What follows belongs to an exercise in optimizing a design on an open flow for small area, a short achievable clock period and few clock cycles per item; a production flow would make more cautious choices. At most, simulation tests tie the RTL to the original design; equivalence was not proved.

## gregorian_day_number_convert_top
module gregorian_day_number_convert_top (
    input  logic         clk,
    input  logic         rst_n,
    input  logic         req_valid,
    output logic         req_ready,
    input  logic         req_type,
    input  logic [13:0]  year_in,
    input  logic [3:0]   month_in,
    input  logic [4:0]   day_in,
    input  logic [21:0]  number_in,
    output logic         rsp_valid,
    input  logic         rsp_ready,
    output logic [21:0]  number_out,
    output logic [13:0]  year_out,
    output logic [3:0]   month_out,
    output logic [4:0]   day_out,
    output logic         range_error
);
    logic        v1_reg, v2_reg, v3_reg, v4_reg, v5_reg;
    logic        en;
    logic        s1_typ_reg;
    logic        s1_err_reg;
    logic [22:0] s1_w_reg;
    logic        s2_typ_reg;
    logic        s2_err_reg;
    logic [13:0] s2_y_reg;
    logic [9:0]  s2_a_reg;
    logic        s3_typ_reg;
    logic        s3_err_reg;
    logic [13:0] s3_y_reg;
    logic [16:0] s3_s_reg;
    logic [6:0]  s3_q_reg;
    logic        s4_typ_reg;
    logic        s4_err_reg;
    logic        s4_leap_reg;
    logic [1:0]  s4_yh_reg;
    logic [21:0] s4_p_reg;
    logic        s5_num_reg;
    logic        s5_date_reg;
    logic        s5_err_reg;
    logic [22:0] s5_p_reg;
    assign en = !v5_reg || rsp_ready;
    assign req_ready = en;
    assign rsp_valid = v5_reg;
    always_ff @(posedge clk or negedge rst_n)
    begin
        if (!rst_n)
        begin
            v1_reg <= 1'b0;
            v2_reg <= 1'b0;
            v3_reg <= 1'b0;
  ...
For scale: about 1,500 cells after synthesis, ~150 flip-flops, roughly 98 I/O pins, roughly 15,000 µm² of cells after synthesis.
clock: 9.0 ns
lec_check: 0
cap_margin: 20
core_margin: 2
core_utilization: 60
cts_buf_list: sky130_fd_sc_hd__clkbuf_4 sky130_fd_sc_hd__clkbuf_8
cts_cluster_size: 40
place_density: 0.75
setup_slack_margin: 4.2
slew_margin: 20
run.sh (not shown) runs the stock make flow with config.mk's settings and CLKGATE_MAP_FILE= SYNTH_SCRIPT=/design/flow/synth_recipe.tcl, a recipe that flattens the netlist after the stock synthesis.
Then changed:
--- a/flow/config.mk
+++ b/flow/config.mk
@@ -14 +14 @@
-export SETUP_SLACK_MARGIN = 4.2
+export SETUP_SLACK_MARGIN = 4.4
What happened: Routed wire length goes up slightly; hold slack hardly moves; maximum frequency climbs by a few percent.
No run of this note included a check of the RTL's function; only the layout flow was run.

Setup of run A:
Another version of the RTL of gregorian_day_number_convert_top (not shown whole).
For scale: ~1400 cells after synthesis, ~150 flip-flops, ~15000 sq um of cells after synthesis.
export LEC_CHECK = 0
export CAP_MARGIN = 20
export CORE_MARGIN = 2
export CORE_UTILIZATION = 60
export CTS_BUF_LIST = sky130_fd_sc_hd__clkbuf_4 sky130_fd_sc_hd__clkbuf_8
export CTS_CLUSTER_SIZE = 40
export PLACE_DENSITY = 0.75
export SETUP_SLACK_MARGIN = 4.6
export SLEW_MARGIN = 20
create_clock -name core_clock -period 9.0 [get_ports {clk}]
Run A: no failed stages, no open violations at the end
Testbench counts of run A, summed over its fixed seeds: cycles 12,040, items 12,000.
Relative to run A, the following input files were edited for run B:
-- flow/config.mk --
<<< run A, line 14
export SETUP_SLACK_MARGIN = 4.6
>>> run B, line 14
export SETUP_SLACK_MARGIN = 4.4
### Flow results
Diff run A -> run B | top achievable clock speed | decrease of about 0.4%. Changes observed in run B relative to run A: clock-pin slew on the worst setup and hold paths shows no meaningful change; number of vias after detailed routing lost 239; routed wire length fell by 3.6%; count of clock-buffer cells in the layout went up.
Modified inputs, run C compared to run B
-- flow/config.mk --
<<< run B, line 11
export CTS_BUF_LIST = sky130_fd_sc_hd__clkbuf_4 sky130_fd_sc_hd__clkbuf_8
export CTS_CLUSTER_SIZE = 40
>>> run C, line 11
export CTS_BUF_LIST = sky130_fd_sc_hd__clkbuf_8
export CTS_CLUSTER_SIZE = 50
[summary]
Run B and run C ended up with roughly the same detailed-route wire length. Changes observed in run C relative to run B: final-layout worst hold slack saw little to no change, sequential cell count saw little to no change, register fraction of the total cell area saw little to no change. Final area: run B vs run C, no meaningful difference.

-- re-timing with driven ports --
In the flow no input, the clock included, has a driving cell. The finished layouts below were timed again as built, in two steps.
Step 1 assumes that a clkbuf_16 drives the clock port and a buf_2 every other input.
Step 2 moves the port delays by t, midway between the first and last clock arrival at a register: inputs arrive t later, outputs are due t later. That takes back most of the time a late clock gives input paths.
a / b / c = ideal ports / drivers / drivers and shift; a / b = the first two.
run	t (ns)	setup slack, ns	worst setup path at the end	clock arrival spread, ns	worst data-port slew with drivers (ns)
the first run of note 1	0.512	4.254 / 4.232 / 4.061	input to register	0.024 / 0.024	0.03
the second run of note 1	0.506	4.437 / 4.437 / 4.195	input to register	0.024 / 0.024	0.03
run A	0.502	4.515 / 4.515 / 4.219	input to register	0.016 / 0.017	0.03
run B	0.503	4.498 / 4.498 / 4.059	input to register	0.021 / 0.020	0.03
run C	0.503	4.498 / 4.498 / 4.059	input to register	0.021 / 0.020	0.03
After both steps setup and hold are still met in every run listed.
